Background: an optimization exercise with open tools, aiming at small area, a short achievable clock period and few clock cycles. Do not read the settings as production practice.
Function was checked by simulation only, so behaviour that the tests miss may differ from the original.
No activity file was given, so power comes from the tool's default toggle rates.

==> flow/design.v <==
`default_nettype none
package sort_pkg;
  localparam int DATA_W = 32;
  localparam int IDX_W  = 16;
  localparam logic [1:0] REG_GO    = 2'd0;
  localparam logic [1:0] REG_BASE  = 2'd1;
  localparam logic [1:0] REG_SIZE  = 2'd2;
  localparam logic [1:0] REG_STACK = 2'd3;
endpackage
`default_nettype wire
`timescale 1ns/100ps
`default_nettype none
module sort_xcel_regs (
  input  wire logic                        clk,
  input  wire logic                        xcel_req_val_i,
  output logic                             xcel_req_rdy_o,
  input  wire logic                        xcel_req_write_i,
  input  wire logic [1:0]                  xcel_req_addr_i,
  input  wire logic [sort_pkg::DATA_W-1:0] xcel_req_data_i,
  output logic                             xcel_resp_val_o,
  input  wire logic                        xcel_resp_rdy_i,
  output logic [sort_pkg::DATA_W-1:0]      xcel_resp_data_o,
  input  wire logic                        busy_i,
  output logic                             go_o,
  output logic [29:0]                      base_o,    
  output logic [sort_pkg::IDX_W-1:0]       size_o,
  output logic [29:0]                      stack_o    
);
  logic wr_xfer;
  assign xcel_req_rdy_o   = !busy_i && xcel_resp_rdy_i;
  assign xcel_resp_val_o  = xcel_req_val_i && !busy_i;
  assign xcel_resp_data_o = {{(sort_pkg::DATA_W-1){1'b0}}, !xcel_req_write_i};
  assign wr_xfer          = xcel_req_val_i && xcel_req_rdy_o && xcel_req_write_i;
  assign go_o             = wr_xfer && (xcel_req_addr_i == sort_pkg::REG_GO);
  always_ff @(posedge clk) begin
    if (wr_xfer) begin
      case (xcel_req_addr_i)
        sort_pkg::REG_BASE:  base_o  <= xcel_req_data_i[31:2];
        sort_pkg::REG_SIZE:  size_o  <= xcel_req_data_i[sort_pkg::IDX_W-1:0];
        sort_pkg::REG_STACK: stack_o <= xcel_req_data_i[31:2];
        default: ;
      endcase
    end
  end
endmodule
`default_nettype wire
`timescale 1ns/100ps
`default_nettype none
module sort_xcel (
  input  wire logic                        clk,
  input  wire logic                        reset,
  input  wire logic                        xcel_req_val_i,
  output logic                             xcel_req_rdy_o,
  input  wire logic                        xcel_req_write_i,
  input  wire logic [1:0]                  xcel_req_addr_i,
  input  wire logic [sort_pkg::DATA_W-1:0] xcel_req_data_i,
  output logic                             xcel_resp_val_o,
  input  wire logic                        xcel_resp_rdy_i,
  output logic [sort_pkg::DATA_W-1:0]      xcel_resp_data_o,
  output logic                             mem_req_val_o,
  input  wire logic                        mem_req_rdy_i,
  output logic                             mem_req_write_o,
  output logic [sort_pkg::DATA_W-1:0]      mem_req_addr_o,
  output logic [sort_pkg::DATA_W-1:0]      mem_req_data_o,
  input  wire logic                        mem_resp_val_i,
  output logic                             mem_resp_rdy_o,
  input  wire logic                        mem_resp_write_i,
  input  wire logic [sort_pkg::DATA_W-1:0] mem_resp_data_i
);
  localparam int DW = sort_pkg::DATA_W;
  localparam int IW = sort_pkg::IDX_W;
  logic          busy, go;
  logic [29:0]   base_w, stack_w;
  logic [IW-1:0] n;
  sort_xcel_regs i_regs (
    .clk,
    .xcel_req_val_i, .xcel_req_rdy_o, .xcel_req_write_i, .xcel_req_addr_i,
    .xcel_req_data_i, .xcel_resp_val_o, .xcel_resp_rdy_i, .xcel_resp_data_o,
    .busy_i(busy), .go_o(go), .base_o(base_w), .size_o(n), .stack_o(stack_w)
  );
  function automatic logic [16:0] add16(input logic [15:0] a, input logic [15:0] b);
    logic [15:0] p, g, pp, gg;
    p = a ^ b;
    g = a & b;
    pp = p;
    gg = g;
    for (int d = 1; d < 16; d = d * 2) begin
      for (int i = 15; i >= d; i--) begin
        gg[i] = gg[i] | (pp[i] & gg[i-d]);
        pp[i] = pp[i] & pp[i-d];
      end
    end
    add16 = {gg[15], p ^ {gg[14:0], 1'b0}};
  endfunction
  logic [IW+1:0] w;           
  logic          pre;         
  logic          src_arr;     
  logic          dst_arr;     
  logic          all_done;
  logic          first_odd;   
  assign all_done = pre ? (n <= 16'd1) : ({2'b0, n} <= w);
  assign first_odd = !((n > 16'd8) ^ (n > 16'd32) ^ (n > 16'd128) ^ (n > 16'd512) ^
                       (n > 16'd2048) ^ (n > 16'd8192) ^ (n > 16'd32768));
  logic [IW-1:0]      lo;       
  logic [3:0][IW-1:0] o, oi;    
  logic [3:0][IW-1:0] ra;       
  logic [3:0][IW:0]   kw;       
  logic [3:0]         ract;     
  logic [3:0]         left;     
  logic [3:0]         lastr;    
  logic               need_desc;  
  logic [IW+2:0]      lo_nx;
  logic               rd_last;  
  logic               rd_done;
  logic [IW+1:0]      rw_w;     
  assign rw_w  = pre ? {{IW{1'b0}}, 2'b10} : w;
  assign kw[0] = '0;
  assign kw[1] = rw_w[IW:0];
  assign kw[2] = {rw_w[IW-1:0], 1'b0};
  assign kw[3] = rw_w[IW:0] | {rw_w[IW-1:0], 1'b0};
  always_comb begin
    for (int k = 0; k < 4; k++) begin
      oi[k]    = o[k] + 1'b1;
      ra[k]    = lo | kw[k][IW-1:0] | o[k];
      ract[k]  = (({1'b0, lo} | kw[k]) < {1'b0, n});
      lastr[k] = (|(oi[k] & rw_w[IW-1:0])) || ((lo | kw[k][IW-1:0] | oi[k]) == n);
    end
  end
  assign lo_nx   = {3'b0, lo} + {rw_w, 2'b00};
  always_ff @(posedge clk) rd_last <= (lo_nx >= {3'b0, n});
  assign rd_done = !(|left) && !need_desc;
  logic [3:0][DW-1:0] hd, xd, hd_d, xd_d;
  logic [3:0]         hv, hl, xv, xl, hv_d, hl_d, xv_d, xl_d;
  logic [3:0][1:0]    occ;      
  logic [3:0][3:0]    gt;       
  logic [3:0]         ltx;      
  logic               rlt;      
  logic [3:0]         swap;
  logic [3:0]         done;
  logic [3:0][2:0] tq;
  logic [2:0]      tq_h;
  logic [1:0]      trp, twp;
  logic [2:0]      tcnt;
  logic            rsp;
  logic [3:0]      push;
  logic [2:0]      tnew;
  assign rsp  = mem_resp_val_i && !mem_resp_write_i;
  assign tq_h = tq[trp];
  always_comb for (int k = 0; k < 4; k++) push[k] = rsp && (tq_h[2:1] == k);
  logic [1:0][1:0] mq;
  logic            mpush;
  logic [1:0]      mval;
  logic [1:0]      mcnt;
  logic [3:0]      act;
  logic [3:0] live, done_n;
  logic [1:0] mq0_n;
  logic       mact_n;
  always_comb begin
    mact_n = merge_end ? (mcnt == 2'd2 || mpush) : (mcnt != 2'd0 || mpush);
    mq0_n  = merge_end ? ((mcnt == 2'd2) ? mq[1] : mval) : ((mcnt == 2'd0) ? mval : mq[0]);
    done_n = merge_end ? 4'b0 : (done | fin);
    for (int k = 0; k < 4; k++) act[k] = mact_n && (k <= mq0_n);
  end
  assign rlt = mem_resp_data_i < hd[tq_h[2:1]];
  logic          pwv;         
  logic [DW-1:0] pwd;
  logic [IW-1:0] wp;          
  logic [3:0]    hs_rsp, xs_rsp;
  logic [3:0]    ready, win, pop, fin, ht_x, ht_rsp, xt_rsp;
  logic          all_ready, pop_any, merge_end;
  always_comb begin
    for (int k = 0; k < 4; k++) begin
      swap[k]  = pre && hv[k] && !hl[k] && xv[k] && ltx[k];
      ready[k] = hv[k] && (!pre || hl[k] || (xv[k] && !ltx[k]));
    end
    all_ready = 1'b1;
    for (int k = 0; k < 4; k++) if (live[k] && !ready[k]) all_ready = 1'b0;
    for (int k = 0; k < 4; k++) begin
      win[k] = live[k];
      for (int j = 0; j < 4; j++) begin
        if (j > k && live[j] &&  gt[k][j]) win[k] = 1'b0;
        if (j < k && live[j] && !gt[j][k]) win[k] = 1'b0;
      end
    end
    pop_any   = busy && !pwv && all_ready && (|live);
    merge_end = 1'b0;
    for (int k = 0; k < 4; k++) begin
      pop[k] = pop_any && win[k];
      fin[k] = pop[k] && hl[k];
      if (fin[k] && ((live & ~(4'b1 << k)) == 4'b0)) merge_end = 1'b1;
    end
  end
  always_comb begin
    for (int k = 0; k < 4; k++) begin
      ht_x[k]   = (pop[k] && xv[k]) || swap[k];
      ht_rsp[k] = push[k] && (pop[k] ? !xv[k] : !hv[k]);
      xt_rsp[k] = push[k] && !ht_rsp[k];
      hs_rsp[k] = (tq_h[2:1] == k) && (pop[k] ? !xv[k] : !hv[k]);
      xs_rsp[k] = (tq_h[2:1] == k) && (pop[k] ? xv[k] : (hv[k] && !xv[k]));
      hd_d[k] = hs_rsp[k] ? mem_resp_data_i : ht_x[k] ? xd[k] : hd[k];
      hl_d[k] = ht_rsp[k] ? tq_h[0] : (pop[k] && xv[k]) ? xl[k] : hl[k];
      hv_d[k] = ht_rsp[k] || (pop[k] ? xv[k] : hv[k]);
      xd_d[k] = xs_rsp[k] ? mem_resp_data_i : swap[k] ? hd[k] : xd[k];
      xl_d[k] = xt_rsp[k] ? tq_h[0] : xl[k];
      xv_d[k] = xt_rsp[k] || (xv[k] && !pop[k]);
    end
  end
  logic          rv, rwr;
  logic [29:0]   raddr;
  logic [DW-1:0] rdata;
  logic          rfree, iss_w, iss_r, rd_any;
  logic [3:0]    fb, sel, iss;
  logic [3:0]    popl;
  assign rfree = !rv || mem_req_rdy_i;
  always_comb begin
    logic found;
    found = 1'b0;
    for (int k = 0; k < 4; k++) begin
      fb[k] = 1'b0;
      if (!found && left[k] && !occ[k][1]) begin
        fb[k] = 1'b1;
        found = 1'b1;
      end
    end
    popl = pop & left;
    sel  = (|popl) ? popl : fb;
  end
  assign rd_any = (|sel) && (tcnt != 3'd4);
  assign iss_w  = rfree && pwv;
  assign iss_r  = busy && !all_done && rfree && !pwv && rd_any;
  assign iss    = iss_r ? sel : 4'b0;
  logic [29:0]   rbase, addr;
  logic [IW-1:0] ridx, rsel;
  logic [13:0]   rhi1;
  logic [16:0]   rlo;
  always_comb begin
    rsel = '0;
    for (int k = 0; k < 4; k++) if (sel[k]) rsel = rsel | ra[k];
    tnew = '0;
    for (int k = 0; k < 4; k++) if (sel[k]) tnew = tnew | {k[1:0], lastr[k]};
  end
  assign rbase = (pwv ? dst_arr : src_arr) ? base_w : stack_w;
  assign ridx  = pwv ? wp : rsel;
  assign rhi1  = rbase[29:16] + 1'b1;
  assign rlo   = add16(rbase[15:0], ridx);
  assign addr  = {rlo[16] ? rhi1 : rbase[29:16], rlo[15:0]};
  assign mem_req_val_o   = rv;
  assign mem_req_write_o = rwr;
  assign mem_req_addr_o  = {raddr, 2'b00};
  assign mem_req_data_o  = rdata;
  assign mem_resp_rdy_o  = 1'b1;
  logic pass_end, advance;
  assign pass_end = busy && !all_done && rd_done && rd_last && (wp == n);
  assign advance  = busy && !all_done && rd_done && !rd_last;
  always_ff @(posedge clk) begin
    if (reset) begin
      busy  <= 1'b0;
      rv    <= 1'b0;
      pwv   <= 1'b0;
      occ   <= '0;
      tcnt  <= '0;
      twp   <= '0;
      trp   <= '0;
      hv    <= '0;
      xv    <= '0;
      done  <= '0;
      live  <= '0;
      mcnt  <= '0;
    end else begin
      hv <= hv_d;
      xv <= xv_d;
      for (int k = 0; k < 4; k++) occ[k] <= occ[k] + iss[k] - pop[k];
      tcnt <= tcnt + iss_r - rsp;
      if (iss_r) twp <= twp + 1'b1;
      if (rsp)   trp <= trp + 1'b1;
      done <= done_n;
      live <= act & ~done_n;
      if (pop_any)    pwv <= 1'b1;
      else if (iss_w) pwv <= 1'b0;
      if (rfree) rv <= iss_w || iss_r;
      if (go) begin
        busy <= 1'b1;
      end else if (busy && all_done && !pwv && rfree) begin
        busy <= 1'b0;
      end
      mcnt <= mcnt + mpush - merge_end;
    end
  end
  assign mpush = busy && !all_done && need_desc && (mcnt != 2'd2);
  assign mval  = ract[3] ? 2'd3 : ract[2] ? 2'd2 : ract[1] ? 2'd1 : 2'd0;
  always_ff @(posedge clk) begin
    if (merge_end) mq[0] <= mq[1];
    if (mpush) mq[mcnt[0] ^ merge_end] <= mval;
  end
  always_ff @(posedge clk) begin
    if (iss_r) tq[twp] <= tnew;
  end
  always_ff @(posedge clk) begin
    hd <= hd_d;
    xd <= xd_d;
    hl <= hl_d;
    xl <= xl_d;
    for (int k = 0; k < 4; k++) begin
      if (xt_rsp[k])    ltx[k] <= rlt;
      else if (swap[k]) ltx[k] <= 1'b0;
      for (int j = 0; j < 4; j++) gt[k][j] <= (j > k) && (hd_d[j] < hd_d[k]);
    end
    for (int k = 0; k < 4; k++) if (pop[k]) pwd <= hd[k];
    if (rfree) begin
      rwr   <= iss_w;
      raddr <= addr;
      rdata <= pwd;
    end
    if (go) begin
      w       <= {{(IW-2){1'b0}}, 4'b1000};
      pre     <= 1'b1;
      src_arr <= 1'b1;
      dst_arr <= first_odd;
      lo      <= '0;
      o       <= '0;
      left    <= '0;
      need_desc <= 1'b1;
      wp      <= '0;
    end else if (pass_end) begin
      if (!pre) w <= {w[IW-1:0], 2'b00};
      pre     <= 1'b0;
      src_arr <= dst_arr;
      dst_arr <= !dst_arr;
      lo      <= '0;
      o       <= '0;
      left    <= '0;
      need_desc <= 1'b1;
      wp      <= '0;
    end else begin
      if (iss_w) wp <= wp + 1'b1;
      for (int k = 0; k < 4; k++) if (iss[k]) o[k] <= oi[k];
      if (mpush) need_desc <= 1'b0;
      if (mpush) left <= ract;
      else for (int k = 0; k < 4; k++) if (iss[k]) left[k] <= !lastr[k];
      if (advance) begin
        lo        <= lo_nx[IW-1:0];
        o         <= '0;
        need_desc <= 1'b1;
      end
    end
  end
endmodule
`default_nettype wire
==> flow/run.sh <==
#!/bin/bash
# synth_recipe.tcl (not shown) runs the flow's synth.tcl, then flattens the netlist and writes it again
# the make line also repeats each setting of config.mk as NAME=value (left out here)
make -C /OpenROAD-flow-scripts/flow DESIGN_CONFIG=/design/flow/config.mk WORK_HOME=/design/flow/orfs CLKGATE_MAP_FILE= SYNTH_SCRIPT=/design/flow/synth_recipe.tcl finish
==> flow/config.mk <==
export PLATFORM = sky130hd
export DESIGN_NAME = sort_xcel
export DESIGN_NICKNAME = sort_xcel
export VERILOG_FILES = /design/flow/design.v
export SDC_FILE = /design/flow/constraint.sdc
export NUM_CORES = 4
export LEC_CHECK = 0
export ABC_AREA = 1
export CAP_MARGIN = 20
export CORE_MARGIN = 2
export CORE_UTILIZATION = 60
export SETUP_SLACK_MARGIN = 4.7
export SLEW_MARGIN = 20
==> flow/constraint.sdc <==
create_clock -name core_clock -period 9.0 [get_ports {clk}]
set_input_delay 1.8000 -clock core_clock [delete_from_list [all_inputs] [get_ports {clk}]]
set_output_delay 1.8000 -clock core_clock [all_outputs]
set_load 0.01 [all_outputs]
==> flow_metrics.py, run 1 <==
metrics = {
    "critical_path": {
        "crit_required_ns": 9.38,
        "critPathMostFrequentCell": "buf_6",
        "worst_path_max_delay_cell": "edfxtp_1",
        "max_stage_delay_ns": 0.38,
        "crit_path_end_kind": "register",
        "cp_max_fo": 8,
        "critPathKind": "reg -> reg",
        "crit_path_start_kind": "register",
        "cp.arrival_ns": 4.98,
    },
    "cts": {
        "cts.sinks": 607,
        "cts_tree": "built",
        "ctsHoldBuffers": 0,
        "clk_pin_slew_worst_paths_ns": 0.06,
        "clockRootBuffer": "clkbuf_16",
        "cts_buffers": 68,
        "insertion_delay_ns": 0.63,
        "clk_path_buf_depth": 3,
        "htree_levels": 3,
    },
    "place": {
        "placed_area_sq_um": 38900,
        "gp_congestion": 1.02,
        "dp_hpwl_um": 85000,
        "io_buffer_count": 140,
    },
    "synthesis": {
        "ys_seq_area_frac": 0.418,
        "syn_area_sq_um": 36900,
        "synth_cells": 4558,
        "synth.avg_cell_area_sq_um": 8.10,
        "synth-async-reset-ratio": 0,
        "synth_seq_cells": 607,
        "synth.distinct_cells": 67,
        "yosys-top-cells-area": "edfxtp_1 (27%), dfxtp_1 (15%), ha_1 (11%)",
        "synth_edf_count": 326,
        "netlist_top_cells_count": "nand2_1 (978), inv_1 (537), o21ai_0 (494)",
        "synth_top_area_frac": 0.265,
        "synth_top_cell_by_area": "edfxtp_1",
        "synth-main-ff-cell": "edfxtp_1",
        "synth.most_common_cell": "nand2_1",
        "synth_warnings": 2,
    },
    "timing": {
        "min_period_ns": 4.60,
        "period_share": 0.511,
        "setup-tns-final_ns": 0,
        "finClkSkew_ns": 0.0234,
        "maxSlewHeadroom": 0.238,
        "hold_viol": 0,
        "setup_viol": 0,
        "rsz0062_at_grt": "true",
        "max_freq_ghz": 0.217,
        "final_max_slew_viol_count": 0,
        "worstMarginPinSlew_ns": 1.14,
    },
    "floorplanning": {
        "rows": 90,
        "core_sq_um": 60600,
        "initial_utilization": 0.609,
        "io_pins": 175,
        "die_x_um": 252,
        "dieHeight_um": 252,
        "dieArea_sq_um": 63500,
    },
    "power": {
        "switchingPower_mw": 3.87,
        "clkPwrFrac": 0.277,
        "internal_power_mw": 6.55,
        "pwr-share-seq": 0.356,
        "peakVddDrop_mv": 0.183,
        "p_comb_frac": 0.367,
        "p_per_area_nw_per_um2": 241,
        "power.leakage_nw": 19.0,
        "p_sw_frac": 0.371,
    },
    "detailed_routing": {
        "viasPerCell": 6.16,
        "vias": 34600,
        "drtIter0Drc": 4025,
        "final_antenna_net_count": 0,
        "routed_wl_um": 130000,
        "wl_per_cell_um": 23.1,
        "drc": 0,
        "first_pass_iters": 9,
    },
    "global_route": {
        "grt_start_max_net_pins": 66,
        "grt_use_total": 0.397,
        "grt_pass1_vias": 32500,
        "antenna_found_initial": 1,
        "grt_pass1_wl_um": 192000,
        "grt-ovfl-total": 0,
    },
    "cells_and_area": {
        "fill_cells": 4797,
        "drive_above_1_share": 0.105,
        "seqCellArea_sq_um": 15400,
        "multi_input_area_sq_um": 19300,
        "diodes": 0,
        "syn_to_final_growth_pct": 17.0,
        "fin_area_sq_um": 43200,
        "final_nets": 5178,
    },
    "status": {
        "status": "no timing/DRC/antenna violations",
    },
    "hold_path": {
        "worstHoldPathType": "reg -> reg",
    },
    "job": {
        "cap_violations": 0,
    },
}
through the flow:
stage,std cells,hold WS [ns],setup slack [ns],power (mW),util
finish,5626,0.416,4.40,10.4,0.713
global route,5626,0.424,4.27,11.0,0.713
CTS,5578,0.416,4.57,10.1,0.700
detailed placement,5364,0.405,2.58,6.95,0.643
global placement,5364,0.401,2.69,6.90,0.643
floorplan,4590,0.400,4.27,5.89,-
timing repair:
| item | CTS | global route |
|---|---|---|
| pin swaps | 47 | 36 |
| setup endpoints to repair | 92 | 74 |
| setup buffers | 81 | 45 |
| resized for setup | 165 | 100 |
| gates cloned | 10 | 3 |
| endpoints found under the hold margin | 0 | 0 |
critical path: cells and delay by family, from the launching register on:
family	cells	cell delay, ns
AOI/OAI and AO/OA	4	0.30
adders and majority gates	1	0.34
buffers and inverters	17	1.81
xor gates and xnor gates	1	0.13
and+or+nand+nor	13	1.37
DFF	1	0.38
layout make-up:
cell class,count,area share
clock buffers,90,0.0440
clock inverters,33,0.00864
inverters,561,0.0505
multi-input cells,3230,0.446
flip-flops and latches,607,0.357
well taps,782,0.0227
repair buffers,320,0.0701
repair inverters,3,0.000435
sequential cells by signal, summed over array words and instances (netlist names), 6 cells and up, named ones only:
| name | count |
|---|---|
| lo | 13 |
| gt | 6 |
| i_regs.base_o | 30 |
| pwd | 32 |
| w | 8 |
| i_regs.stack_o | 30 |
| raddr | 30 |
| occ | 8 |
| wp | 16 |
| i_regs.size_o | 16 |
| o | 64 |
| xd | 128 |
| hd | 128 |
| rdata | 32 |
| tq | 12 |
layout by cell type, fill, tap and decap left out, types with 10 or more instances in the layout:
master,instances
nor4_1,16
buf_6,31
nand2_2,19
o221ai_1,36
clkinv_1,13
clkbuf_16,72
ha_1,309
nor2_4,12
nand2_4,14
xnor2_1,17
nor2_2,12
clkinv_2,13
inv_2,10
clkbuf_1,14
a21oi_2,27
a211oi_1,39
nand4_1,101
o211ai_1,45
nand2_1,950
a21oi_1,237
xor2_1,101
clkdlybuf4s50_1,134
nor3_2,10
o21ai_1,57
buf_4,134
a31oi_1,37
mux2_2,23
nand3_1,132
nand3_2,14
o21ai_0,464
edfxtp_1,326
o21ai_2,13
dfxtp_1,273
o22ai_1,42
nand3_4,11
inv_1,529
nor3_1,43
conb_1,34
nor2_1,296
a221oi_1,33
per-layer routing:
layer  global-route usage  vias to the layer above  share of wire
met5                    0                        -       0.000084
met4                0.285                        2          0.085
met3               0.0645                      590          0.087
met2                0.661                     1973           0.46
met1                0.468                    15900           0.36
li1                     -                    16200              -
cells by family after synthesis:
logic type	after synthesis	share of synthesized area
mux	28	0.00837
buf+inv	761	0.0830
flops	607	0.418
fa+ha+maj	313	0.107
xor+xnor	118	0.0280
simple gates	1644	0.188
other cells	2	0.000203
compound gates	1085	0.169
path summary, 6_finish.rpt:
| path | startpoint | end | slack, ns | cells after the start |
|---|---|---|---|---|
| setup / recovery | hl[3]$_DFFE_PP_ | raddr[6]$_DFFE_PN_ | 4.40 | 36 |
| hold / removal | pwd[22]$_DFFE_PP_ | rdata[22]$_DFFE_PN_ | 0.42 | 0 |
| setup reg to reg | hl[3]$_DFFE_PP_ | raddr[6]$_DFFE_PN_ | 4.40 | 36 |
| hold reg to reg | pwd[22]$_DFFE_PP_ | rdata[22]$_DFFE_PN_ | 0.42 | 0 |
power groups by stage:
stage	logic [mW]	clock network, mW	registers (mW)
after floorplan	2.26	0	3.63
after global placement	3.16	0	3.73
after detailed placement	3.22	0	3.73
after CTS	3.55	2.90	3.68
after global routing	4.24	3.01	3.73
final	3.82	2.89	3.71
Testbench counts, summed over its fixed seeds: cycles 88,745.
==> run 2: changes to the inputs <==
--- a/flow/config.mk
+++ b/flow/config.mk
@@ -8,6 +8,6 @@
 export ABC_AREA = 1
 export CAP_MARGIN = 20
 export CORE_MARGIN = 2
-export CORE_UTILIZATION = 60
+export CORE_UTILIZATION = 45
 export SETUP_SLACK_MARGIN = 4.7
 export SLEW_MARGIN = 20
==> run 2 against run 1 <==
Critical path depth shrank 4. Combinational power shrank 5%. Register-to-register slack improved by 0.30 ns. Flip-flop and latch count stayed put. Total power is essentially flat. Setup slack improved by 0.30 ns. Highest routed layer is now met4. Clock skew grew 0.0016 ns. Clock power grew 6%. Wire length grew 1.6%. Clock-buffer cell count rose by 18. Area after synthesis unchanged. Hold slack worse by 0.013 ns. Largest cell class unchanged.
==> flow_metrics.py, run 2 <==
metrics = {
    "cts": {
        "ctsHoldBuffers": 0,
        "cts_buffers": 72,
        "insertion_delay_ns": 0.63,
        "htree_levels": 3,
        "clk_pin_slew_worst_paths_ns": 0.06,
        "clk_path_buf_depth": 3,
        "clockRootBuffer": "clkbuf_16",
        "cts.sinks": 607,
        "cts_tree": "built",
    },
    "detailed_routing": {
        "final_antenna_net_count": 0,
        "vias": 33300,
        "drtIter0Drc": 2950,
        "drc": 0,
        "viasPerCell": 5.67,
        "first_pass_iters": 8,
        "routed_wl_um": 132000,
        "wl_per_cell_um": 22.5,
    },
    "critical_path": {
        "cp-startpoint": "hl[0]$_DFFE_PP_",
        "crit_path_start_kind": "register",
        "r2r-start": "hl[0]$_DFFE_PP_",
        "worst_path_max_delay_cell": "edfxtp_1",
        "max_stage_delay_ns": 0.44,
        "crit_required_ns": 9.38,
        "critPathKind": "reg -> reg",
        "crit_path_end_kind": "register",
        "cp_max_fo": 7,
        "cp.arrival_ns": 4.68,
    },
    "status": {
        "status": "no timing/DRC/antenna violations",
    },
    "timing": {
        "hold_viol": 0,
        "finClkSkew_ns": 0.0249,
        "setup_viol": 0,
        "worstMarginPinSlew_ns": 1.05,
        "rsz0062_at_grt": "true",
        "final_max_slew_viol_count": 0,
        "max_freq_ghz": 0.233,
        "holdWs_ns": 0.403,
        "period_share": 0.478,
        "min_period_ns": 4.30,
        "maxSlewHeadroom": 0.300,
        "setup-tns-final_ns": 0,
    },
    "synthesis": {
        "synth.distinct_cells": 67,
        "ys_seq_area_frac": 0.418,
        "synth-async-reset-ratio": 0,
        "synth_edf_count": 326,
        "synth.avg_cell_area_sq_um": 8.10,
        "synth_top_area_frac": 0.265,
        "synth.most_common_cell": "nand2_1",
        "netlist_top_cells_count": "nand2_1 (978), inv_1 (537), o21ai_0 (494)",
        "synth_cells": 4558,
        "synth_warnings": 2,
        "synth_seq_cells": 607,
        "syn_area_sq_um": 36900,
        "synth-main-ff-cell": "edfxtp_1",
        "yosys-top-cells-area": "edfxtp_1 (27%), dfxtp_1 (15%), ha_1 (11%)",
        "synth_top_cell_by_area": "edfxtp_1",
    },
    "floorplanning": {
        "die_x_um": 290,
        "initial_utilization": 0.452,
        "io_pins": 175,
        "dieHeight_um": 290,
        "rows": 105,
        "core_sq_um": 81600,
        "dieArea_sq_um": 84300,
    },
    "power": {
        "p_per_area_nw_per_um2": 241,
        "peakVddDrop_mv": 0.146,
        "p_sw_frac": 0.370,
        "power.leakage_nw": 18.8,
        "p_comb_frac": 0.349,
        "clkPwrFrac": 0.294,
        "pwr-share-seq": 0.357,
        "internal_power_mw": 6.57,
        "switchingPower_mw": 3.86,
        "total_power_mw": 10.4,
    },
    "hold_path": {
        "worstHoldPathType": "reg -> reg",
        "worstHoldStart": "pwd[30]$_DFFE_PP_",
    },
    "global_route": {
        "grt_use_total": 0.302,
        "antenna_found_initial": 1,
        "top_usage_layer": "met2",
        "grt_pass1_wl_um": 195000,
        "grt-ovfl-total": 0,
        "grt_start_max_net_pins": 69,
        "grt_pass1_vias": 31300,
        "grt_use_met2": 0.518,
        "grt_use_met1": 0.376,
        "use_met3": 0.0401,
    },
    "cells_and_area": {
        "fin_area_sq_um": 43200,
        "seqCellArea_sq_um": 15400,
        "fill_cells": 7779,
        "drive_above_1_share": 0.0972,
        "layout_common_cells": "nand2_1 (950), inv_1 (530), o21ai_0 (458)",
        "syn_to_final_growth_pct": 17.1,
        "final_nets": 5134,
        "multi_input_area_sq_um": 19200,
        "layout_commonest_cell": "nand2_1",
        "reg_top3": "hd: 128 flops, xd: 128 flops, o: 64 flops",
    },
    "place": {
        "placed_area_sq_um": 39300,
        "dp_hpwl_um": 89500,
        "io_buffer_count": 140,
        "gp_congestion": 1.01,
    },
    "job": {
        "cap_violations": 0,
    },
}
## run 2: final timing paths
check	depth (start not counted)	slack [ns]	endpoint
setup / recovery	32	4.70	raddr[14]$_DFFE_PN_
hold / removal	0	0.40	rdata[30]$_DFFE_PN_
setup reg to reg	32	4.70	raddr[14]$_DFFE_PN_
hold reg to reg	0	0.40	rdata[30]$_DFFE_PN_
## run 2: critical path: cells and delay by family, from the launching register on
kind	cells	cell delay, ns
compound gates	9	1.12
flops	1	0.44
fa+ha+maj	2	0.60
simple gates	16	1.48
buf+inv	4	0.29
xor+xnor	1	0.13
## run 2: power by group through the flow
stage	registers [mW]	clock network [mW]	logic, mW
2_1_floorplan	3.63	0	2.26
3_3_place_gp	3.77	0	3.22
3_5_place_dp	3.76	0	3.26
4_1_cts	3.70	3.11	3.43
5_1_grt	3.75	3.21	4.06
6_report	3.73	3.06	3.64
## run 2: final cells by class
cell class / count / area share
Timing Repair Buffer: 276 / 0.0600
Tap cell: 1070 / 0.0310
Clock inverter: 25 / 0.00767
Antenna cell: 1 / 0.0000579
Inverter: 561 / 0.0506
Clock buffer: 108 / 0.0493
Timing Repair inverter: 2 / 0.000289
Multi-Input combinational cell: 3227 / 0.444
Sequential cell: 607 / 0.357
## run 2: per-layer routing
metal	up-vias	wire length (um)
met1	15500	53400
li1	16000	-
met5	-	0
met2	1419	63100
met4	0	6770
met3	337	9090
## run 2: logic make-up (layout without fill, tap and decap cells)
family / count (synthesis) / count (layout) / synth area share
buffers and inverters: 761 / 972 / 0.0830
other: 2 / 35 / 0.000203
muxes: 28 / 28 / 0.00837
xor gates and xnor gates: 118 / 118 / 0.0280
adders and majority gates: 313 / 313 / 0.107
and+or+nand+nor: 1644 / 1649 / 0.188
DFF: 607 / 607 / 0.418
AOI/OAI and AO/OA: 1085 / 1085 / 0.169
## run 2: repair_timing
item / in CTS / in global routing
pin swaps: 35 / 48
cloned: 6 / 2
buffers inserted: 52 / 37
setup endpoints to repair: 154 / 66
resized for setup: 120 / 120
## run 2: metrics by stage
| step | utilization | worst slack (ns) | instances |
|---|---|---|---|
| after floorplan | - | 4.27 | 4590 |
| after global placement | 0.481 | 2.55 | 5645 |
| after detailed placement | 0.481 | 2.41 | 5645 |
| after CTS | 0.521 | 4.64 | 5836 |
| after global routing | 0.530 | 4.48 | 5876 |
| final | 0.530 | 4.70 | 5877 |
==> run 3: changes to the inputs <==
--- a/flow/config.mk
+++ b/flow/config.mk
@@ -8,6 +8,6 @@
 export ABC_AREA = 1
 export CAP_MARGIN = 20
 export CORE_MARGIN = 2
-export CORE_UTILIZATION = 45
-export SETUP_SLACK_MARGIN = 4.7
+export CORE_UTILIZATION = 50
+export SETUP_SLACK_MARGIN = 4.9
 export SLEW_MARGIN = 20
==> run 3 against run 2 <==
Critical path type unchanged. Global-route usage up 4.2 points. Die area down 9.9%. Area after synthesis unchanged. Register-to-register slack worse by 0.11 ns. Sequential power about the same. Final cell count down 1.6%. Total power down 0.68%.
==> flow_metrics.py, run 3 <==
metrics = {
    "cells_and_area": {
        "layout_commonest_cell": "nand2_1",
        "fill_cells": 6690,
        "diodes": 0,
        "drive_above_1_share": 0.106,
        "final_util": 0.594,
        "finalNonFillerCells": 5785,
        "reg_top3": "hd: 128 flops, xd: 128 flops, o: 64 flops",
        "layout_common_cells": "nand2_1 (948), inv_1 (526), o21ai_0 (455)",
        "final_nets": 5156,
        "syn_to_final_growth_pct": 17.6,
    },
    "synthesis": {
        "synth-async-reset-ratio": 0,
        "netlist_top_cells_count": "nand2_1 (978), inv_1 (537), o21ai_0 (494)",
        "synth.avg_cell_area_sq_um": 8.10,
        "synth.distinct_cells": 67,
        "synth_warnings": 2,
        "synth_edf_count": 326,
        "yosys-top-cells-area": "edfxtp_1 (27%), dfxtp_1 (15%), ha_1 (11%)",
        "synth.most_common_cell": "nand2_1",
        "synth_cells": 4558,
        "synth-main-ff-cell": "edfxtp_1",
        "ys_seq_area_frac": 0.418,
        "synth_top_cell_by_area": "edfxtp_1",
        "syn_area_sq_um": 36900,
        "synth_seq_cells": 607,
        "synth_top_area_frac": 0.265,
    },
    "cts": {
        "cts_tree": "built",
        "htree_levels": 3,
        "insertion_delay_ns": 0.63,
        "ctsHoldBuffers": 0,
        "clk_pin_slew_worst_paths_ns": 0.06,
        "clk_path_buf_depth": 3,
        "clockRootBuffer": "clkbuf_16",
        "cts.sinks": 607,
        "cts_buffers": 70,
    },
    "timing": {
        "setup_viol": 0,
        "maxSlewHeadroom": 0.269,
        "max_freq_ghz": 0.227,
        "period_share": 0.490,
        "rsz0062_at_grt": "true",
        "final_max_slew_viol_count": 0,
        "hold_viol": 0,
        "finClkSkew_ns": 0.0192,
        "min_period_ns": 4.41,
        "worstMarginPinSlew_ns": 1.10,
        "setup-tns-final_ns": 0,
    },
    "critical_path": {
        "crit_family": "simple AND/OR/NAND/NOR gates",
        "critPathKind": "reg -> reg",
        "crit_path_start_kind": "register",
        "max_stage_delay_ns": 0.44,
        "crit_required_ns": 9.37,
        "cp.arrival_ns": 4.79,
        "crit_path_end_kind": "register",
        "path_buf_inv": 5,
        "worst_path_max_delay_cell": "dfxtp_4",
        "reg2reg_slack_ns": 4.59,
        "cp_max_fo": 5,
    },
    "global_route": {
        "grt_start_max_net_pins": 69,
        "grt-ovfl-total": 0,
        "grt_pass1_vias": 31800,
        "grt_pass1_wl_um": 197000,
        "grt_use_total": 0.344,
        "antenna_found_initial": 0,
    },
    "place": {
        "io_buffer_count": 140,
        "dp_hpwl_um": 89800,
        "dp.cells": 5534,
        "gp_congestion": 0.990,
    },
    "detailed_routing": {
        "wl_per_cell_um": 23.3,
        "viasPerCell": 5.83,
        "first_pass_iters": 19,
        "drtIter0Drc": 3531,
        "routed_wl_um": 135000,
        "drc": 0,
        "vias": 33700,
        "final_antenna_net_count": 0,
    },
    "floorplanning": {
        "dieHeight_um": 276,
        "die_x_um": 276,
        "core_sq_um": 73100,
        "rows": 99,
        "initial_utilization": 0.505,
        "dieArea_sq_um": 76000,
        "io_pins": 175,
    },
    "power": {
        "peakVddDrop_mv": 0.144,
        "power.leakage_nw": 18.9,
        "p_per_area_nw_per_um2": 238,
    },
    "status": {
        "status": "no timing/DRC/antenna violations",
    },
    "job": {
        "cap_violations": 0,
    },
    "hold_path": {
        "worstHoldPathType": "reg -> reg",
    },
}
run 3: cell type report:
type,instances,area [sq um],area share
repair inverters,4,31.3,0.000721
inverters,561,2200,0.0507
repair buffers,297,2880,0.0664
clock inverters,30,272,0.00625
flip-flops and latches,607,15400,0.356
well taps,959,1200,0.0276
multi-input cells,3228,19400,0.446
clock buffers,99,2010,0.0464
run 3: path summary, 6_finish.rpt:
kind	start	to	depth (start not counted)
max	pre$_SDFFE_PP1P_	raddr[14]$_DFFE_PN_	33
min reg2reg	pwd[2]$_DFFE_PP_	rdata[2]$_DFFE_PN_	0
min	pwd[2]$_DFFE_PP_	rdata[2]$_DFFE_PN_	0
max reg2reg	pre$_SDFFE_PP1P_	raddr[14]$_DFFE_PN_	33
run 3: worst register-to-register path, delay by kind of cell, from the launching register on:
family | cells | cell delay (ns)
XOR/XNOR | 1 | 0.14
buffers and inverters | 5 | 0.36
adder cells (fa/ha/maj) | 2 | 0.61
AND/OR/NAND/NOR | 16 | 1.47
AO/OA/AOI/OAI | 9 | 1.17
flip-flops | 1 | 0.44
run 3: kinds of logic (layout without fill, tap and decap cells):
logic type               count (synthesis)  after routing  share of synthesized area
multiplexers                            28             28                    0.00837
flip-flops                             607            607                      0.418
buffers and inverters                  761            991                     0.0830
other                                    2             34                   0.000203
AND/OR/NAND/NOR                       1644           1650                      0.188
AO/OA/AOI/OAI                         1085           1085                      0.169
adder cells (fa/ha/maj)                313            313                      0.107
XOR/XNOR                               118            118                     0.0280
run 3: layer usage:
| layer | global-route usage | vias up | share of wire |
|---|---|---|---|
| li1 | - | 16100 | - |
| met1 | 0.425 | 15800 | 0.40 |
| met2 | 0.580 | 1418 | 0.47 |
| met3 | 0.0419 | 423 | 0.064 |
| met4 | 0.202 | 0 | 0.070 |
| met5 | 0 | - | 0 |
run 3: metrics by stage:
step	hold WS [ns]	cell area [sq um]	worst slack (ns)	power, mW
floorplan	0.400	37100	4.27	5.91
global placement	0.402	39100	2.79	6.98
detailed placement	0.405	39200	2.74	7.01
CTS	0.419	42700	4.67	10.2
global route	0.433	43400	4.39	10.9
finish	0.419	43400	4.59	10.4
run 3: what timing repair did:
item / in CTS / in global routing
setup endpoints to repair: 277 / 91
pin swaps: 56 / 35
setup buffers: 79 / 28
cloned: 10 / 5
gates resized for setup: 193 / 106
run 3: report_power, final:
group,total [mW],internal (mW),switching [mW]
combinational,3.74,1.48,2.26
clock,2.88,1.63,1.25
sequential,3.73,3.34,0.382
==> run 4: changes to the inputs <==
--- a/flow/design.v
+++ b/flow/design.v
@@ -166,12 +166,13 @@
   logic [DW-1:0] pwd;
   logic [IW-1:0] wp;          
   logic [3:0]    hs_rsp, xs_rsp;
-  logic [3:0]    ready, win, pop, fin, ht_x, ht_rsp, xt_rsp;
+  logic [3:0]    ready;        
+  logic [3:0]    ltx_d, ready_d;
+  logic [3:0]    win, pop, fin, ht_x, ht_rsp, xt_rsp;
   logic          all_ready, pop_any, merge_end;
   always_comb begin
     for (int k = 0; k < 4; k++) begin
       swap[k]  = pre && hv[k] && !hl[k] && xv[k] && ltx[k];
-      ready[k] = hv[k] && (!pre || hl[k] || (xv[k] && !ltx[k]));
     end
     all_ready = 1'b1;
     for (int k = 0; k < 4; k++) if (live[k] && !ready[k]) all_ready = 1'b0;
@@ -203,6 +204,8 @@
       xd_d[k] = xs_rsp[k] ? mem_resp_data_i : swap[k] ? hd[k] : xd[k];
       xl_d[k] = xt_rsp[k] ? tq_h[0] : xl[k];
       xv_d[k] = xt_rsp[k] || (xv[k] && !pop[k]);
+      ltx_d[k] = xt_rsp[k] ? rlt : swap[k] ? 1'b0 : ltx[k];
+      ready_d[k] = hv_d[k] && (!pre || hl_d[k] || (xv_d[k] && !ltx_d[k]));
     end
   end
   logic          rv, rwr;
@@ -265,9 +268,11 @@
       xv    <= '0;
       done  <= '0;
       live  <= '0;
+      ready <= '0;
       mcnt  <= '0;
     end else begin
       hv <= hv_d;
+      ready <= ready_d;
       xv <= xv_d;
       for (int k = 0; k < 4; k++) occ[k] <= occ[k] + iss[k] - pop[k];
       tcnt <= tcnt + iss_r - rsp;
@@ -301,8 +306,7 @@
     hl <= hl_d;
     xl <= xl_d;
     for (int k = 0; k < 4; k++) begin
-      if (xt_rsp[k])    ltx[k] <= rlt;
-      else if (swap[k]) ltx[k] <= 1'b0;
+      ltx[k] <= ltx_d[k];
       for (int j = 0; j < 4; j++) gt[k][j] <= (j > k) && (hd_d[j] < hd_d[k]);
     end
     for (int k = 0; k < 4; k++) if (pop[k]) pwd <= hd[k];
--- a/flow/config.mk
+++ b/flow/config.mk
@@ -8,6 +8,6 @@
 export ABC_AREA = 1
 export CAP_MARGIN = 20
 export CORE_MARGIN = 2
-export CORE_UTILIZATION = 50
-export SETUP_SLACK_MARGIN = 4.9
+export CORE_UTILIZATION = 45
+export SETUP_SLACK_MARGIN = 4.7
 export SLEW_MARGIN = 20
==> run 4 against run 3 <==
Clock power up 5%. Core utilization down 6.9 points. Setup slack improved by 0.25 ns. Clock-buffer cell count fell by 2. Synthesized cell count increased by 2.4%. Die area increased by 13%. Global-route usage fell by 4.4 points. Clock skew is 0.0081 ns higher. Area after synthesis is 1.5% higher. Combinational power shrank 3%. Critical path type is now in -> out. Critical endpoint is now xcel_resp_data_o[0].
==> flow_metrics.py, run 4 <==
metrics = {
    "status": {
        "status": "no timing/DRC/antenna violations",
    },
    "synthesis": {
        "yosys.area_share.simple": 0.209,
        "synth_edf_count": 318,
        "synth.distinct_cells": 69,
        "ys_seq_area_frac": 0.411,
        "synth_cells": 4666,
        "synth_compound_gate_area_share": 0.162,
        "synth_top_family_by_area": "simple AND/OR/NAND/NOR gates",
        "synth-main-ff-cell": "edfxtp_1",
        "synth_warnings": 2,
        "synth_top_cell_by_area": "edfxtp_1",
        "syn_area_sq_um": 37500,
        "synth.mux.area_fraction": 0.00641,
        "synth.most_common_cell": "nand2_1",
        "synthAdderAreaFrac": 0.105,
        "synth.avg_cell_area_sq_um": 8.03,
        "synth_top_area_frac": 0.255,
        "netlist_top_cells_count": "nand2_1 (1040), inv_1 (528), o21ai_0 (431)",
        "synth_xor_area_frac": 0.0224,
        "synth_seq_cells": 611,
        "yosys-top-cells-area": "edfxtp_1 (25%), dfxtp_1 (16%), nand2_1 (10%)",
        "synth-async-reset-ratio": 0,
    },
    "cells_and_area": {
        "fin_area_sq_um": 43200,
        "diodes": 0,
        "drive_above_1_share": 0.0776,
        "fill_cells": 7841,
        "layout_common_cells": "nand2_1 (1022), inv_1 (525), o21ai_0 (400)",
        "final_nets": 5203,
        "syn_to_final_growth_pct": 15.1,
        "layout_commonest_cell": "nand2_1",
        "final_util": 0.525,
        "reg_top3": "hd: 128 flops, xd: 128 flops, o: 64 flops",
    },
    "critical_path": {
        "path_depth": 3,
        "crit_path_end_kind": "primary output",
        "crit_family": "buffers and inverters",
        "critPathKind": "in -> out",
        "critPathMostFrequentCell": "dlygate4sd2_1",
        "r2r_end": "live[1]$_SDFF_PP0_",
        "crit_path_end": "xcel_resp_data_o[0]",
        "r2r-start": "pre$_SDFFE_PP1P_",
        "worst_path_max_delay_cell": "dlygate4sd2_1",
        "crit_path_start_kind": "input pin",
        "crit_required_ns": 7.20,
        "cp-startpoint": "xcel_req_write_i",
        "cp_max_fo": 2,
        "cp.arrival_ns": 2.37,
        "cp_cell_sequence": "dlygate4sd2_1 -> inv_1 -> dlygate4sd2_1",
        "r2r_cells": 14,
        "reg2reg_slack_ns": 4.85,
        "path_buf_inv": 3,
        "max_stage_delay_ns": 0.25,
    },
    "detailed_routing": {
        "vias": 33900,
        "drtIter0Drc": 3159,
        "first_pass_iters": 10,
        "viasPerCell": 5.71,
        "highest_layer": "met5",
        "drc": 0,
        "drt-met1-wl_um": 54500,
        "wl_per_cell_um": 22.4,
        "route.met3.wl_um": 9230,
        "final_antenna_net_count": 0,
        "routed_wl_um": 133000,
        "detailroute.wirelength.met2_um": 61900,
    },
    "floorplanning": {
        "die_x_um": 293,
        "initial_utilization": 0.456,
        "dieHeight_um": 293,
        "rows": 105,
        "io_pins": 175,
        "core_sq_um": 82200,
        "dieArea_sq_um": 85600,
    },
    "cts": {
        "clk_path_buf_depth": 3,
        "cts.sinks": 611,
        "insertion_delay_ns": 0.63,
        "clockRootBuffer": "clkbuf_16",
        "clk_pin_slew_worst_paths_ns": 0.06,
        "cts_buffers": 72,
        "cts_tree": "built",
        "ctsHoldBuffers": 0,
        "htree_levels": 3,
    },
    "power": {
        "p_per_area_nw_per_um2": 239,
        "p_comb_frac": 0.351,
        "peakVddDrop_mv": 0.176,
        "internal_power_mw": 6.46,
        "clkPwrFrac": 0.292,
        "pwr-share-seq": 0.356,
        "switchingPower_mw": 3.87,
        "total_power_mw": 10.3,
        "p_sw_frac": 0.375,
        "power.leakage_nw": 19.1,
    },
    "timing": {
        "final_max_slew_viol_count": 0,
        "finClkSkew_ns": 0.0273,
        "worstMarginPinSlew_ns": 1.13,
        "rsz0062_at_grt": "true",
        "min_period_ns": 4.17,
        "period_share": 0.463,
        "setup_viol": 0,
        "maxSlewHeadroom": 0.248,
        "hold_viol": 0,
        "setup-tns-final_ns": 0,
        "max_freq_ghz": 0.240,
        "setup_slack_ns": 4.83,
    },
    "place": {
        "io_buffer_count": 140,
        "gp_congestion": 1.02,
        "placed_area_sq_um": 39700,
        "dp_slack_ns": 2.92,
        "dp_hpwl_um": 91000,
    },
    "global_route": {
        "grt_pass1_vias": 31600,
        "grt_start_max_net_pins": 67,
        "grt-ovfl-total": 0,
        "antenna_found_initial": 3,
        "grt_use_total": 0.301,
        "grt_pass1_wl_um": 196000,
    },
    "hold_path": {
        "worstHoldPathType": "reg -> reg",
    },
    "job": {
        "cap_violations": 0,
    },
}
run 4: how the worst min path moves through the flow:
stage / cells after the start / slack (ns) / to / startpoint
final: 0 / 0.42 / rdata[7]$_DFFE_PN_ / pwd[7]$_DFFE_PP_
after global routing: 0 / 0.42 / rdata[17]$_DFFE_PN_ / pwd[17]$_DFFE_PP_
after CTS: 0 / 0.42 / rdata[9]$_DFFE_PN_ / pwd[9]$_DFFE_PP_
after detailed placement: 0 / 0.40 / rdata[24]$_DFFE_PN_ / pwd[24]$_DFFE_PP_
after global placement: 0 / 0.40 / rdata[6]$_DFFE_PN_ / pwd[6]$_DFFE_PP_
after floorplan: 0 / 0.40 / rdata[0]$_DFFE_PN_ / pwd[0]$_DFFE_PP_
run 4: final cells by class:
type | count | area [sq um] | area share
Clock buffer | 97 | 1990 | 0.0461
Inverter | 556 | 2150 | 0.0498
Tap cell | 1070 | 1340 | 0.0310
Clock inverter | 35 | 405 | 0.00939
Multi-Input combinational cell | 3336 | 19500 | 0.452
Sequential cell | 611 | 15400 | 0.357
Timing Repair Buffer | 239 | 2350 | 0.0544
run 4: routing by layer:
layer  global-route usage  vias up
met5                    0        -
met3               0.0392      338
li1                     -    16400
met2                0.502     1427
met1                0.384    15800
met4                0.150        6
run 4: stage by stage:
step | hold slack (ns) | cells
floorplan | 0.400 | 4698
CTS | 0.418 | 5909
detailed placement | 0.405 | 5750
global placement | 0.400 | 5750
finish | 0.417 | 5944
global route | 0.424 | 5944
run 4: cells by family (layout without fill, tap and decap cells):
kind of cell    after synthesis  in the layout
xor+xnor                     96             96
simple gates               1818           1824
fa+ha+maj                   313            313
compound gates             1047           1047
other cells                   2             34
flops                       611            611
mux                          22             22
buf+inv                     757            927
run 4: power groups by stage:
| stage | clock network (mW) | logic, mW | registers (mW) |
|---|---|---|---|
| floorplan | 0 | 2.32 | 3.61 |
| global placement | 0 | 3.29 | 3.72 |
| detailed placement | 0 | 3.34 | 3.72 |
| CTS | 3.06 | 3.46 | 3.66 |
| global route | 3.17 | 4.06 | 3.71 |
| finish | 3.02 | 3.63 | 3.68 |
run 4: repair_timing:
item	4_1_cts	5_1_grt
resized for setup	76	97
buffers inserted	24	30
pin swaps	14	43
gates cloned	3	4
setup endpoints to repair	165	126
run 4: worst reg2reg max path, cell delays in order, from the launching register on:
cell      delay, ns
dfxtp_1        0.29
buf_4          0.25
nor2_1         0.72
nor2_1         0.34
inv_1          0.23
ha_1           0.29
nand2_1        0.08
inv_1          0.06
a311oi_1       0.58
nand3_1        0.30
nand2_1        0.21
nor2_1         0.05
o21ai_0        0.25
a21oi_1        0.08
nor3b_1        0.31
Testbench counts of run 4, summed over its fixed seeds: cycles 88,745.
==> run 5: changes to the inputs <==
--- a/flow/config.mk
+++ b/flow/config.mk
@@ -8,6 +8,6 @@
 export ABC_AREA = 1
 export CAP_MARGIN = 20
 export CORE_MARGIN = 2
-export CORE_UTILIZATION = 45
-export SETUP_SLACK_MARGIN = 4.7
+export CORE_UTILIZATION = 50
+export SETUP_SLACK_MARGIN = 4.8
 export SLEW_MARGIN = 20
==> run 5 against run 4 <==
Clock-buffer cell count rose by 4. Wire length rose by 2.2%. Final cell count fell by 1.1%. Largest power group is now combinational logic. Hold slack improved by 0.00053 ns. Clock skew rose by 0.0048 ns. Sequential power barely moved. Critical path type unchanged. Global-route usage rose by 4.0 points. Register-to-register slack barely moved. Largest cell class unchanged. Clock power fell by 2%. Combinational power rose by 4%. Highest routed layer unchanged. Flip-flop and latch count did not move.
==> flow_metrics.py, run 5 <==
metrics = {
    "place": {
        "gp_congestion": 1.04,
        "dp_hpwl_um": 92100,
        "io_buffer_count": 140,
        "dp_slack_ns": 2.95,
    },
    "timing": {
        "maxSlewHeadroom": 0.274,
        "period_share": 0.462,
        "hold_viol": 0,
        "setup-tns-final_ns": 0,
        "max_freq_ghz": 0.241,
        "rsz0062_at_grt": "true",
        "finClkSkew_ns": 0.0321,
        "final_max_slew_viol_count": 0,
        "holdWs_ns": 0.418,
        "worstMarginPinSlew_ns": 1.09,
        "setup_slack_ns": 4.84,
        "setup_viol": 0,
        "min_period_ns": 4.16,
    },
    "power": {
        "switchingPower_mw": 3.94,
        "clkPwrFrac": 0.284,
        "total_power_mw": 10.4,
        "p_sw_frac": 0.380,
        "peakVddDrop_mv": 0.187,
        "internal_power_mw": 6.45,
        "pwr-share-seq": 0.354,
        "power.leakage_nw": 19.3,
        "p_per_area_nw_per_um2": 239,
        "p_comb_frac": 0.362,
    },
    "cells_and_area": {
        "drive_above_1_share": 0.0941,
        "reg_top3": "hd: 128 flops, xd: 128 flops, o: 64 flops",
        "fill_cells": 6939,
        "layout_common_cells": "nand2_1 (1023), inv_1 (522), o21ai_0 (398)",
        "layout_commonest_cell": "nand2_1",
        "final_nets": 5239,
        "syn_to_final_growth_pct": 16.2,
    },
    "cts": {
        "cts.sinks": 611,
        "cts_buffers": 72,
        "clk_pin_slew_worst_paths_ns": 0.06,
        "clockRootBuffer": "clkbuf_16",
        "ctsHoldBuffers": 0,
        "htree_levels": 3,
        "cts_tree": "built",
        "insertion_delay_ns": 0.64,
        "clk_path_buf_depth": 3,
    },
    "synthesis": {
        "synth_edf_count": 318,
        "syn_area_sq_um": 37500,
        "synth_top_area_frac": 0.255,
        "synth_seq_cells": 611,
        "synth_top_cell_by_area": "edfxtp_1",
        "synth.avg_cell_area_sq_um": 8.03,
        "synth_cells": 4666,
        "synth-main-ff-cell": "edfxtp_1",
        "synth-async-reset-ratio": 0,
        "netlist_top_cells_count": "nand2_1 (1040), inv_1 (528), o21ai_0 (431)",
        "synth.distinct_cells": 69,
        "synth.most_common_cell": "nand2_1",
        "yosys-top-cells-area": "edfxtp_1 (25%), dfxtp_1 (16%), nand2_1 (10%)",
        "ys_seq_area_frac": 0.411,
        "synth_warnings": 2,
    },
    "status": {
        "status": "no timing/DRC/antenna violations",
    },
    "detailed_routing": {
        "wl_per_cell_um": 23.1,
        "routed_wl_um": 136000,
        "first_pass_iters": 6,
        "viasPerCell": 5.83,
        "drtIter0Drc": 3039,
        "drc": 0,
        "vias": 34300,
        "final_antenna_net_count": 0,
    },
    "critical_path": {
        "critPathKind": "in -> out",
        "crit_required_ns": 7.20,
        "r2r-start": "i_regs.size_o[8]$_DFFE_PP_",
        "crit_path_end": "xcel_req_rdy_o",
        "crit_path_end_kind": "primary output",
        "cp_max_fo": 2,
        "cp.arrival_ns": 2.36,
        "r2r_cells": 15,
        "r2r_end": "o[33]$_SDFFE_PP0P_",
        "crit_path_start_kind": "input pin",
        "reg2reg_slack_ns": 4.86,
        "cp-startpoint": "xcel_resp_rdy_i",
    },
    "floorplanning": {
        "die_x_um": 278,
        "dieArea_sq_um": 77200,
        "dieHeight_um": 278,
        "initial_utilization": 0.504,
        "core_sq_um": 74300,
        "io_pins": 175,
        "rows": 100,
    },
    "global_route": {
        "grt-ovfl-total": 0,
        "grt_use_total": 0.340,
        "antenna_found_initial": 1,
        "grt_pass1_wl_um": 199000,
        "grt_pass1_vias": 32100,
        "grt_start_max_net_pins": 67,
    },
    "hold_path": {
        "min_path_cells": 0,
        "worstHoldPathType": "reg -> reg",
    },
    "job": {
        "cap_violations": 0,
    },
}
[run 5: cell type report]
| class | instances | area (sq um) | share of cell area |
|---|---|---|---|
| diodes | 1 | 2.50 | 0.0000574 |
| clock buffers | 101 | 2070 | 0.0476 |
| clock inverters | 31 | 324 | 0.00744 |
| inverters | 556 | 2140 | 0.0492 |
| multi-input cells | 3338 | 19800 | 0.454 |
| flip-flops and latches | 611 | 15400 | 0.354 |
| well taps | 969 | 1210 | 0.0278 |
| repair buffers | 273 | 2620 | 0.0602 |
[run 5: how the worst min path moves through the flow]
stage / start / endpoint
after detailed placement: pwd[25]$_DFFE_PP_ / rdata[25]$_DFFE_PN_
final: pwd[4]$_DFFE_PP_ / rdata[4]$_DFFE_PN_
after global routing: pwd[25]$_DFFE_PP_ / rdata[25]$_DFFE_PN_
after floorplan: pwd[0]$_DFFE_PP_ / rdata[0]$_DFFE_PN_
after CTS: pwd[25]$_DFFE_PP_ / rdata[25]$_DFFE_PN_
after global placement: pwd[6]$_DFFE_PP_ / rdata[6]$_DFFE_PN_
[run 5: power by group through the flow]
| stage | combinational [mW] | clock (mW) | sequential [mW] |
|---|---|---|---|
| final | 3.76 | 2.95 | 3.68 |
| after floorplan | 2.32 | 0 | 3.61 |
| after detailed placement | 3.35 | 0 | 3.72 |
| after CTS | 3.48 | 3.00 | 3.67 |
| after global placement | 3.31 | 0 | 3.73 |
| after global routing | 4.19 | 3.09 | 3.71 |
[run 5: per-stage QoR]
| stage | utilization | instance area, sq um | cells |
|---|---|---|---|
| detailed placement | 0.534 | 39700 | 5657 |
| floorplan | - | 37600 | 4698 |
| CTS | 0.574 | 42700 | 5826 |
| global placement | 0.534 | 39700 | 5657 |
| finish | 0.586 | 43600 | 5880 |
| global route | 0.586 | 43600 | 5879 |
[run 5: logic make-up after synthesis]
kind of cell             Yosys count  synth area share
adder cells (fa/ha/maj)          313             0.105
multiplexers                      22           0.00641
AND/OR/NAND/NOR                 1818             0.209
XOR/XNOR                          96            0.0224
buffers and inverters            757            0.0834
other                              2          0.000200
flip-flops                       611             0.411
AO/OA/AOI/OAI                   1047             0.162
[run 5: repair_timing]
action | 4_1_cts | 5_1_grt
pin swaps | 31 | 56
endpoints found under the setup margin | 135 | 73
resized for setup | 126 | 104
buffers inserted | 31 | 48
gates cloned | 6 | 4
[run 5: critical path: stages]
cell	delay [ns]
dlygate4sd2_1	0.23
inv_2	0.07
nor2_4	0.12
buf_4	0.14
[run 5: layer usage]
metal,routed length (um),up-vias,track usage,part of all wire
met1,54800,16000,0.428,0.40
met5,12,-,0,0.000088
met3,9370,415,0.0479,0.069
li1,-,16400,-,-
met2,62800,1403,0.567,0.46
met4,8870,2,0.182,0.065
==> run 6: changes to the inputs <==
--- a/flow/design.v
+++ b/flow/design.v
@@ -220,6 +220,12 @@
     found = 1'b0;
     for (int k = 0; k < 4; k++) begin
       fb[k] = 1'b0;
+      if (!found && left[k] && occ[k] == 2'd0) begin
+        fb[k] = 1'b1;
+        found = 1'b1;
+      end
+    end
+    for (int k = 0; k < 4; k++) begin
       if (!found && left[k] && !occ[k][1]) begin
         fb[k] = 1'b1;
         found = 1'b1;
==> run 6 against run 5 <==
Largest power group unchanged. Clock skew is 0.0034 ns lower. Sequential share of layout area is 0.37 points lower. Clock-buffer cell count is 6 lower. Total power is 4.5% higher. Critical endpoint is now xcel_resp_data_o[0]. Highest routed layer unchanged. Final cell count is 1.1% higher. First-iteration DRC count is 4.3% higher.
==> flow_metrics.py, run 6 <==
metrics = {
    "status": {
        "status": "no timing/DRC/antenna violations",
    },
    "timing": {
        "hold_viol": 0,
        "worstMarginPinSlew_ns": 1.10,
        "rsz0062_at_grt": "true",
        "setup-tns-final_ns": 0,
        "maxSlewHeadroom": 0.264,
        "period_share": 0.462,
        "final_max_slew_viol_count": 0,
        "finClkSkew_ns": 0.0287,
        "min_period_ns": 4.16,
        "setup_viol": 0,
        "max_freq_ghz": 0.240,
    },
    "critical_path": {
        "path_depth": 3,
        "crit_path_end_kind": "primary output",
        "crit_path_start_kind": "input pin",
        "crit_family": "buffers and inverters",
        "r2r-start": "live[0]$_SDFF_PP0_",
        "reg2reg_slack_ns": 4.85,
        "r2r_cells": 25,
        "r2r_end": "raddr[27]$_DFFE_PN_",
        "cp-startpoint": "xcel_req_write_i",
        "cp_cell_sequence": "dlygate4sd2_1 -> inv_1 -> dlygate4sd2_1",
        "crit_required_ns": 7.20,
        "max_stage_delay_ns": 0.26,
        "cp.arrival_ns": 2.36,
        "critPathMostFrequentCell": "dlygate4sd2_1",
        "path_buf_inv": 3,
        "worst_path_max_delay_cell": "dlygate4sd2_1",
        "crit_path_end": "xcel_resp_data_o[0]",
        "critPathKind": "in -> out",
        "cp_max_fo": 2,
    },
    "synthesis": {
        "synth-main-ff-cell": "edfxtp_1",
        "synth_seq_cells": 611,
        "synth.most_common_cell": "nand2_1",
        "synth.distinct_cells": 71,
        "syn_area_sq_um": 37600,
        "yosys.area_share.simple": 0.216,
        "synth.mux.area_fraction": 0.00665,
        "synth_cells": 4727,
        "synth_top_area_frac": 0.254,
        "synth.avg_cell_area_sq_um": 7.96,
        "synth-async-reset-ratio": 0,
        "synth_top_cell_by_area": "edfxtp_1",
        "synth_edf_count": 318,
        "synth_warnings": 2,
        "yosys-top-cells-area": "edfxtp_1 (25%), dfxtp_1 (16%), nand2_1 (11%)",
        "synth_compound_gate_area_share": 0.160,
        "netlist_top_cells_count": "nand2_1 (1069), inv_1 (527), o21ai_0 (426)",
        "synth_top_family_by_area": "simple AND/OR/NAND/NOR gates",
        "synthAdderAreaFrac": 0.104,
        "synth_xor_area_frac": 0.0221,
        "ys_seq_area_frac": 0.410,
    },
    "detailed_routing": {
        "final_antenna_net_count": 0,
        "drc": 0,
        "viasPerCell": 5.87,
        "drtIter0Drc": 3170,
        "first_pass_iters": 8,
        "vias": 34900,
        "wl_per_cell_um": 23.4,
        "routed_wl_um": 139000,
    },
    "global_route": {
        "antenna_found_initial": 2,
        "grt_pass1_wl_um": 206000,
        "grt-ovfl-total": 0,
        "grt_pass1_vias": 32900,
        "grt_start_max_net_pins": 66,
        "grt_use_total": 0.353,
    },
    "floorplanning": {
        "dieArea_sq_um": 77500,
        "io_pins": 175,
        "dieHeight_um": 278,
        "core_sq_um": 74400,
        "rows": 100,
        "initial_utilization": 0.505,
        "die_x_um": 278,
    },
    "cells_and_area": {
        "multi_input_area_sq_um": 20200,
        "seqCellArea_sq_um": 15400,
        "layout_commonest_cell": "nand2_1",
        "layout_common_cells": "nand2_1 (1045), inv_1 (522), o21ai_0 (385)",
        "diodes": 0,
        "drive_above_1_share": 0.0993,
        "reg_top3": "hd: 128 flops, xd: 128 flops, o: 64 flops",
        "final_nets": 5307,
        "final_util": 0.592,
        "fill_cells": 6824,
        "finalNonFillerCells": 5944,
        "syn_to_final_growth_pct": 17.1,
    },
    "cts": {
        "ctsHoldBuffers": 0,
        "htree_levels": 3,
        "cts_tree": "built",
        "cts_buffers": 72,
        "insertion_delay_ns": 0.62,
        "clockRootBuffer": "clkbuf_16",
        "cts.sinks": 611,
        "clk_pin_slew_worst_paths_ns": 0.06,
        "clk_path_buf_depth": 3,
    },
    "place": {
        "dp.cells": 5720,
        "gp_congestion": 1.05,
        "io_buffer_count": 140,
        "dp_hpwl_um": 94700,
    },
    "power": {
        "peakVddDrop_mv": 0.174,
        "p_per_area_nw_per_um2": 247,
        "power.leakage_nw": 19.4,
    },
    "job": {
        "cap_violations": 0,
    },
    "hold_path": {
        "worstHoldPathType": "reg -> reg",
        "worstHoldStart": "pwd[24]$_DFFE_PP_",
    },
}
run 6: changes by cell type after synthesis, moves of 7 or more:
cell	previous run	this run
o211a_1	7	0
or2_2	6	19
a211oi_1	30	37
buf_2	24	35
o21ai_1	56	37
buf_1	19	11
nor2_1	346	391
or2_0	9	0
nand2_1	1040	1069
clkbuf_1	100	108
a21oi_1	257	249
nand3_1	170	188
buf_6	10	1
run 6: worst min-delay path by stage:
stage                                     end  cells after the start
after floorplan            rdata[0]$_DFFE_PN_                      0
after global placement    rdata[25]$_DFFE_PN_                      0
after detailed placement  rdata[21]$_DFFE_PN_                      0
after CTS                 rdata[24]$_DFFE_PN_                      0
after global routing      rdata[24]$_DFFE_PN_                      0
final                     rdata[24]$_DFFE_PN_                      0
run 6: cell type report:
type	count	share of cell area
Multi-Input combinational cell	3401	0.458
Sequential cell	611	0.350
Timing Repair Buffer	278	0.0600
Inverter	556	0.0486
Clock buffer	95	0.0459
Tap cell	969	0.0275
Clock inverter	34	0.00994
run 6: logic make-up (layout without fill, tap and decap cells):
family / count (synthesis) / after routing
AND/OR/NAND/NOR: 1901 / 1908
AO/OA/AOI/OAI: 1027 / 1028
buffers and inverters: 755 / 963
flip-flops: 611 / 611
adder cells (fa/ha/maj): 313 / 313
XOR/XNOR: 95 / 95
multiplexers: 23 / 23
other: 2 / 34
run 6: per-layer routing:
metal / wire [um] / GRT usage / part of all wire / up-vias
met4: 9990 / 0.215 / 0.072 / 2
met2: 63700 / 0.580 / 0.46 / 1587
met3: 10200 / 0.0526 / 0.073 / 473
met5: 12 / 0 / 0.000086 / -
met1: 55400 / 0.440 / 0.40 / 16200
li1: - / - / - / 16600
run 6: stage by stage:
| step | setup slack, ns | power (mW) | hold WS [ns] | cell area (sq um) |
|---|---|---|---|---|
| after global routing | 4.71 | 11.5 | 0.426 | 44000 |
| after CTS | 4.70 | 10.6 | 0.416 | 43300 |
| after global placement | 2.86 | 7.29 | 0.401 | 39900 |
| after detailed placement | 2.78 | 7.32 | 0.405 | 39900 |
| final | 4.84 | 10.9 | 0.415 | 44000 |
| after floorplan | 4.26 | 6.12 | 0.400 | 37700 |
run 6: power breakdown:
group	internal, mW	switching (mW)	leakage [nW]
Clock	1.87	1.22	1.20
Combinational	1.56	2.50	12.8
Sequential	3.35	0.365	5.40
run 6: timing repair:
action / in CTS / in global routing
endpoints found under the setup margin: 162 / 115
cloned: 10 / 0
gates resized for setup: 139 / 131
pin swaps: 36 / 50
buffers inserted: 46 / 38
hold endpoints to repair: 0 / 0
Testbench counts of run 6, summed over its fixed seeds: cycles 88,179.

==> what the ideal ports hide <==
In the flow no input, the clock included, has a driving cell. The finished layouts below were timed again as built, in two steps.
Step 1: set_driving_cell puts a clkbuf_16 on clk and a buf_2 on each other input, an assumption about the parent block.
Step 2, shift: input delay + t, output delay - t, t = (earliest + latest rising clock arrival at the registers) / 2. This alone moves slack from input paths to output paths.
Three values: ideal, step 1, step 2; two values: the first two.
| run | t (ns) | setup WS [ns] | cell pins on the clock port's net |
|---|---|---|---|
| run 1 | 0.679 | 4.401 / 4.401 / 4.228 | 1 |
| run 2 | 0.691 | 4.699 / 4.699 / 4.247 | 1 |
| run 3 | 0.690 | 4.589 / 4.589 / 4.363 | 1 |
| run 4 | 0.689 | 4.834 / 4.816 / 4.405 | 1 |
| run 5 | 0.689 | 4.845 / 4.809 / 4.362 | 1 |
| run 6 | 0.675 | 4.838 / 4.821 / 4.344 | 1 |
After both steps setup and hold are still met in every run listed. The setup slack of run 6, which loses most, moves by -0.017 ns with the drivers and by -0.494 ns with both steps.
